Context: an optimization exercise on an open-source flow, tuned for small area, a short achievable clock period and few clock cycles per item. The choices shown serve that exercise and are no tape-out recipe.
At most, simulation tests tie the RTL to the original design; equivalence was not proved.

==> inputs of run a <==
// bitmap_range_update_and_search
module bitmap_range_update_and_search #(
    parameter int MAP_BITS = bmru_pkg::MAP_BITS_DEFAULT
) (
    input  logic                          clk,
    input  logic                          rst_n,
    input  logic                          in_valid,
    output logic                          in_stall,
    input  logic [bmru_pkg::CMD_W-1:0]    cmd,
    input  logic [bmru_pkg::START_W-1:0]  start_index,
    input  logic [bmru_pkg::COUNT_W-1:0]  count,
    output logic                          out_valid,
    input  logic                          out_stall,
    output logic [bmru_pkg::POS_W-1:0]    position,
    output logic                          found,
    output logic                          bit_value
);
    localparam int WW    = bmru_pkg::WORD_W;         
    localparam int BW    = bmru_pkg::BIT_W;          
    localparam int WORDS = 2048 / WW;                
    localparam int WA    = 6;
    localparam int RW    = 15;                       
    localparam int QD    = 3;                        
    logic        acc;
    logic        in_stall_r;
    logic [13:0] sum;
    logic [13:0] upd_last;
    logic [12:0] fnd_last;
    logic [10:0] last_in;
    logic        ne_in;
    logic        is_upd_in, is_set_in, is_tc_in, is_find_in, is_test_in, want_in;
    logic        s_in_map;
    assign acc = in_valid && !in_stall_r;
    always_comb
    begin
        s_in_map   = !start_index[11];
        is_test_in = (cmd == 3'd0);
        is_set_in  = (cmd == 3'd1);
        is_tc_in   = (cmd == 3'd3);
        is_upd_in  = (cmd == 3'd1) || (cmd == 3'd2) || (cmd == 3'd3);
        is_find_in = (cmd == 3'd4) || (cmd == 3'd5);
        want_in    = (cmd == 3'd5) || (cmd == 3'd0);
        sum        = {2'b00, start_index} + {1'b0, count};
        upd_last   = sum - 14'd1;
        fnd_last   = count - 13'd1;
        last_in    = start_index[10:0];
        ne_in      = 1'b0;
        if (is_upd_in)
        begin
  ...
export LEC_CHECK = 0
export ABC_CLOCK_PERIOD_IN_PS = 4000
export CAP_MARGIN = 20
export CORE_MARGIN = 2
export CORE_UTILIZATION = 25
export GPL_ROUTABILITY_DRIVEN = 1
export PLACE_DENSITY = 0.3
export SETUP_SLACK_MARGIN = 5
export SLEW_MARGIN = 20
create_clock -name core_clock -period 10.0 [get_ports {clk}]
run.sh (not shown) runs the stock make flow with config.mk's settings and CLKGATE_MAP_FILE= SYNTH_SCRIPT=/design/flow/synth_recipe.tcl, a recipe that flattens the netlist after the stock synthesis.
==> inputs of run b, as changes to run a <==
--- a/flow/design.v
+++ b/flow/design.v
@@ -190,54 +190,62 @@
                     map_q[w][b] <= set_v;
                 end
             end
         end
     end
-    logic [WORDS-1:0] s_one, s_zero, cand, first_oh, w_eq, w_gt;
-    logic [7:0]       g_any, g_before;
+    localparam int NB = 8;
+    localparam int BWD = WORDS / NB;
+    logic [WORDS-1:0] cand, loc_first;
+    logic [NB-1:0]    b_any, b_first, b_eq;
+    logic [WW-1:0]    b_start [NB];
+    logic [WW-1:0]    b_hit [NB];
+    logic [2:0]       b_hw [NB];
     logic [WW-1:0]    w_start, w_hit;
     logic [WA-1:0]    hw;
     logic             hwv;
     always_comb
     begin
         for (int w = 0; w < WORDS; w++)
         begin
-            s_one[w]  = |map_q[w];
-            s_zero[w] = !(&map_q[w]);
-            w_eq[w]   = (WA'(w) == ws);
-            w_gt[w]   = (WA'(w) > ws);
-            cand[w]   = (want2 ? s_one[w] : s_zero[w]) && w_gt[w];
+            cand[w] = (want2 ? (|map_q[w]) : !(&map_q[w])) && (WA'(w) > ws);
         end
-        for (int g = 0; g < 8; g++)
+        for (int k = 0; k < NB; k++)
         begin
-            g_any[g] = |cand[8*g +: 8];
-        end
-        for (int g = 0; g < 8; g++)
-        begin
-            g_before[g] = 1'b0;
-            for (int h = 0; h < g; h++)
+            b_any[k]   = |cand[BWD*k +: BWD];
+            b_eq[k]    = (3'(k) == ws[5:3]);
+            b_start[k] = '0;
+            b_hit[k]   = '0;
+            b_hw[k]    = '0;
+            for (int j = 0; j < BWD; j++)
             begin
-                g_before[g] = g_before[g] | g_any[h];
+                loc_first[BWD*k+j] = cand[BWD*k+j];
+                for (int u = 0; u < j; u++)
+                begin
+                    loc_first[BWD*k+j] = loc_first[BWD*k+j] && !cand[BWD*k+u];
+                end
+                b_start[k] = b_start[k] | (map_q[BWD*k+j] & {WW{ws[2:0] == 3'(j)}});
+                b_hit[k]   = b_hit[k] | (map_q[BWD*k+j] & {WW{loc_first[BWD*k+j]}});
+                b_hw[k]    = b_hw[k] | (3'(j) & {3{loc_first[BWD*k+j]}});
             end
         end
-        for (int w = 0; w < WORDS; w++)
+        for (int k = 0; k < NB; k++)
         begin
-            first_oh[w] = cand[w] && !g_before[w / 8];
-            for (int u = (w / 8) * 8; u < w; u++)
+            b_first[k] = b_any[k];
+            for (int u = 0; u < k; u++)
             begin
-                first_oh[w] = first_oh[w] && !cand[u];
+                b_first[k] = b_first[k] && !b_any[u];
             end
         end
-        hwv     = |g_any;
+        hwv     = |b_any;
         w_start = '0;
         w_hit   = '0;
         hw      = '0;
-        for (int w = 0; w < WORDS; w++)
+        for (int k = 0; k < NB; k++)
         begin
-            w_start = w_start | (map_q[w] & {WW{w_eq[w]}});
-            w_hit   = w_hit | (map_q[w] & {WW{first_oh[w]}});
-            hw      = hw | (WA'(w) & {WA{first_oh[w]}});
+            w_start = w_start | (b_start[k] & {WW{b_eq[k]}});
+            w_hit   = w_hit | (b_hit[k] & {WW{b_first[k]}});
+            hw      = hw | ({3'(k), b_hw[k]} & {WA{b_first[k]}});
         end
     end
     logic          v3;
     logic          ne3, tc3, find3, test3, want3, hwv3;
     logic [WW-1:0] ws_word3, hw_word3;
- CELL_PAD_IN_SITES_DETAIL_PLACEMENT: not set -> 1
- CELL_PAD_IN_SITES_GLOBAL_PLACEMENT: not set -> 2
==> inputs of run c, as changes to run a <==
--- a/flow/design.v
+++ b/flow/design.v
@@ -190,52 +190,29 @@
                     map_q[w][b] <= set_v;
                 end
             end
         end
     end
-    logic [WORDS-1:0] s_one, s_zero, cand, first_oh, w_eq, w_gt;
-    logic [7:0]       g_any, g_before;
+    logic [WORDS-1:0] cand, first_oh;
     logic [WW-1:0]    w_start, w_hit;
     logic [WA-1:0]    hw;
     logic             hwv;
     always_comb
     begin
         for (int w = 0; w < WORDS; w++)
         begin
-            s_one[w]  = |map_q[w];
-            s_zero[w] = !(&map_q[w]);
-            w_eq[w]   = (WA'(w) == ws);
-            w_gt[w]   = (WA'(w) > ws);
-            cand[w]   = (want2 ? s_one[w] : s_zero[w]) && w_gt[w];
+            cand[w] = (want2 ? (|map_q[w]) : !(&map_q[w])) &&
+                      (WA'(w) > ws) && (WA'(w) <= wl);
         end
-        for (int g = 0; g < 8; g++)
-        begin
-            g_any[g] = |cand[8*g +: 8];
-        end
-        for (int g = 0; g < 8; g++)
-        begin
-            g_before[g] = 1'b0;
-            for (int h = 0; h < g; h++)
-            begin
-                g_before[g] = g_before[g] | g_any[h];
-            end
-        end
-        for (int w = 0; w < WORDS; w++)
-        begin
-            first_oh[w] = cand[w] && !g_before[w / 8];
-            for (int u = (w / 8) * 8; u < w; u++)
-            begin
-                first_oh[w] = first_oh[w] && !cand[u];
-            end
-        end
-        hwv     = |g_any;
-        w_start = '0;
-        w_hit   = '0;
-        hw      = '0;
+        first_oh = cand & (~cand + WORDS'(1));
+        hwv      = |cand;
+        w_start  = '0;
+        w_hit    = '0;
+        hw       = '0;
         for (int w = 0; w < WORDS; w++)
         begin
-            w_start = w_start | (map_q[w] & {WW{w_eq[w]}});
+            w_start = w_start | (map_q[w] & {WW{WA'(w) == ws}});
             w_hit   = w_hit | (map_q[w] & {WW{first_oh[w]}});
             hw      = hw | (WA'(w) & {WA{first_oh[w]}});
         end
     end
     logic          v3;
@@ -279,11 +256,11 @@
     always_comb
     begin
         for (int b = 0; b < WW; b++)
         begin
             m0[b] = (BW'(b) >= bs3) && ((ws3 != wl3) || (BW'(b) <= bl3));
-            m1[b] = (hw3 < wl3) || ((hw3 == wl3) && (BW'(b) <= bl3));
+            m1[b] = (hw3 != wl3) || (BW'(b) <= bl3);
         end
         x0  = (want3 ? ws_word3 : ~ws_word3) & m0 & {WW{ne3}};
         x1  = (want3 ? hw_word3 : ~hw_word3) & m1 & {WW{hwv3 && ne3}};
         f0  = |x0;
         f1  = |x1;
- CORE_UTILIZATION: 25 -> 30
- GPL_ROUTABILITY_DRIVEN: 1 -> not set
- PLACE_DENSITY: 0.3 -> 0.36
- SETUP_SLACK_MARGIN: 5 -> 4
==> inputs of run d, as changes to run a <==
--- a/flow/design.v
+++ b/flow/design.v
@@ -190,52 +190,29 @@
                     map_q[w][b] <= set_v;
                 end
             end
         end
     end
-    logic [WORDS-1:0] s_one, s_zero, cand, first_oh, w_eq, w_gt;
-    logic [7:0]       g_any, g_before;
+    logic [WORDS-1:0] cand, first_oh;
     logic [WW-1:0]    w_start, w_hit;
     logic [WA-1:0]    hw;
     logic             hwv;
     always_comb
     begin
         for (int w = 0; w < WORDS; w++)
         begin
-            s_one[w]  = |map_q[w];
-            s_zero[w] = !(&map_q[w]);
-            w_eq[w]   = (WA'(w) == ws);
-            w_gt[w]   = (WA'(w) > ws);
-            cand[w]   = (want2 ? s_one[w] : s_zero[w]) && w_gt[w];
+            cand[w] = (want2 ? (|map_q[w]) : !(&map_q[w])) &&
+                      (WA'(w) > ws) && (WA'(w) <= wl);
         end
-        for (int g = 0; g < 8; g++)
-        begin
-            g_any[g] = |cand[8*g +: 8];
-        end
-        for (int g = 0; g < 8; g++)
-        begin
-            g_before[g] = 1'b0;
-            for (int h = 0; h < g; h++)
-            begin
-                g_before[g] = g_before[g] | g_any[h];
-            end
-        end
-        for (int w = 0; w < WORDS; w++)
-        begin
-            first_oh[w] = cand[w] && !g_before[w / 8];
-            for (int u = (w / 8) * 8; u < w; u++)
-            begin
-                first_oh[w] = first_oh[w] && !cand[u];
-            end
-        end
-        hwv     = |g_any;
-        w_start = '0;
-        w_hit   = '0;
-        hw      = '0;
+        first_oh = cand & (~cand + WORDS'(1));
+        hwv      = |cand;
+        w_start  = '0;
+        w_hit    = '0;
+        hw       = '0;
         for (int w = 0; w < WORDS; w++)
         begin
-            w_start = w_start | (map_q[w] & {WW{w_eq[w]}});
+            w_start = w_start | (map_q[w] & {WW{WA'(w) == ws}});
             w_hit   = w_hit | (map_q[w] & {WW{first_oh[w]}});
             hw      = hw | (WA'(w) & {WA{first_oh[w]}});
         end
     end
     logic          v3;
@@ -279,11 +256,11 @@
     always_comb
     begin
         for (int b = 0; b < WW; b++)
         begin
             m0[b] = (BW'(b) >= bs3) && ((ws3 != wl3) || (BW'(b) <= bl3));
-            m1[b] = (hw3 < wl3) || ((hw3 == wl3) && (BW'(b) <= bl3));
+            m1[b] = (hw3 != wl3) || (BW'(b) <= bl3);
         end
         x0  = (want3 ? ws_word3 : ~ws_word3) & m0 & {WW{ne3}};
         x1  = (want3 ? hw_word3 : ~hw_word3) & m1 & {WW{hwv3 && ne3}};
         f0  = |x0;
         f1  = |x1;
- ABC_CLOCK_PERIOD_IN_PS: 4000 -> not set
- CORE_UTILIZATION: 25 -> 40
- GPL_ROUTABILITY_DRIVEN: 1 -> not set
- PLACE_DENSITY: 0.3 -> not set
- SETUP_SLACK_MARGIN: 5 -> not set
==> results.sh <==
export IMPL_synth_top_cell_area_share=0.476
export IMPL_synth_area_per_cell_um2=10.7
export IMPL_status="did not finish"
export IMPL_place_congestion=1.67
export IMPL_grt_ovfl_total=12400
export IMPL_placed_area_mm2=0.141
export IMPL_seq_area_frac_synth=0.501
export IMPL_error="[ERROR GRT-0116] Global routing finished with congestion. Check the congestion regions in the DRC Viewer."
export IMPL_cts_setup_buffers=0
export IMPL_failed_stage="global routing"
export IMPL_synth_xor_area_frac=0.00692
export IMPL_yosysWarnings=3
-- figures above: run d

==> results.sh <==
export IMPL_status="did not finish"
export IMPL_failed_stage="global routing"
export IMPL_error="[ERROR GRT-0116] Global routing finished with congestion. Check the congestion regions in the DRC Viewer."
export IMPL_yosysWarnings=3
export IMPL_seq_area_frac_synth=0.502
export IMPL_synth_xor_area_frac=0.00667
export IMPL_cts_setup_buffers=431
export IMPL_synth_top_cell_area_share=0.478
export IMPL_placed_area_mm2=0.148
export IMPL_grt_ovfl_total=7
export IMPL_synth_area_per_cell_um2=10.7
-- figures above: run a

==> results.sh <==
export IMPL_status="timing/DRC/antenna clean"
export IMPL_synth_area_per_cell_um2=10.5
export IMPL_yosysWarnings=6
export IMPL_placed_area_mm2=0.147
export IMPL_synth_top_cell_area_share=0.469
export IMPL_place_congestion=1.03
export IMPL_seq_area_frac_synth=0.493
export IMPL_grt_ovfl_total=0
export IMPL_cts_setup_buffers=70
-- figures above: run b

==> results.sh <==
export IMPL_yosysWarnings=3
export IMPL_failed_stage="global routing"
export IMPL_status="did not finish"
export IMPL_synth_top_cell_area_share=0.476
export IMPL_cts_setup_buffers=104
export IMPL_placed_area_mm2=0.147
export IMPL_grt_ovfl_total=2968
export IMPL_error="[ERROR GRT-0116] Global routing finished with congestion. Check the congestion regions in the DRC Viewer."
export IMPL_seq_area_frac_synth=0.501
-- figures above: run c

Testbench counts of run b, summed over its fixed seeds: cycles 3,224, items 3,200.
For run a, run c and run d, only the layout was checked, not whether the RTL still works.

what the ideal ports hide:
How much do the figures lean on ideal ports? The routed layout below was timed once more, with nothing changed but the port constraints. Step 1 (the two cells are an assumption about what drives the block):
set clk [get_ports {clk}]
set_driving_cell -lib_cell sky130_fd_sc_hd__clkbuf_16 $clk
set_driving_cell -lib_cell sky130_fd_sc_hd__buf_2 [delete_from_list [all_inputs] $clk]
Step 2 also shifts input and output timing later by t, the mid clock arrival at the registers, as if the neighbouring blocks saw the same clock. Slacks: no drivers / after step 1 / after step 2; pairs: no drivers / after step 1.
run: run b
t, ns: 1.187
setup slack, ns: 4.591 / 4.591 / 4.262
hold WS [ns]: 0.320 / 0.320 / 0.320
worst setup path at the end: input to register
worst register clock-pin slew, ns: 0.07 / 0.07
After both steps setup and hold are still met in run b. For run b, drivers alone change the setup slack by 0.000 ns; drivers and shift together by -0.329 ns.
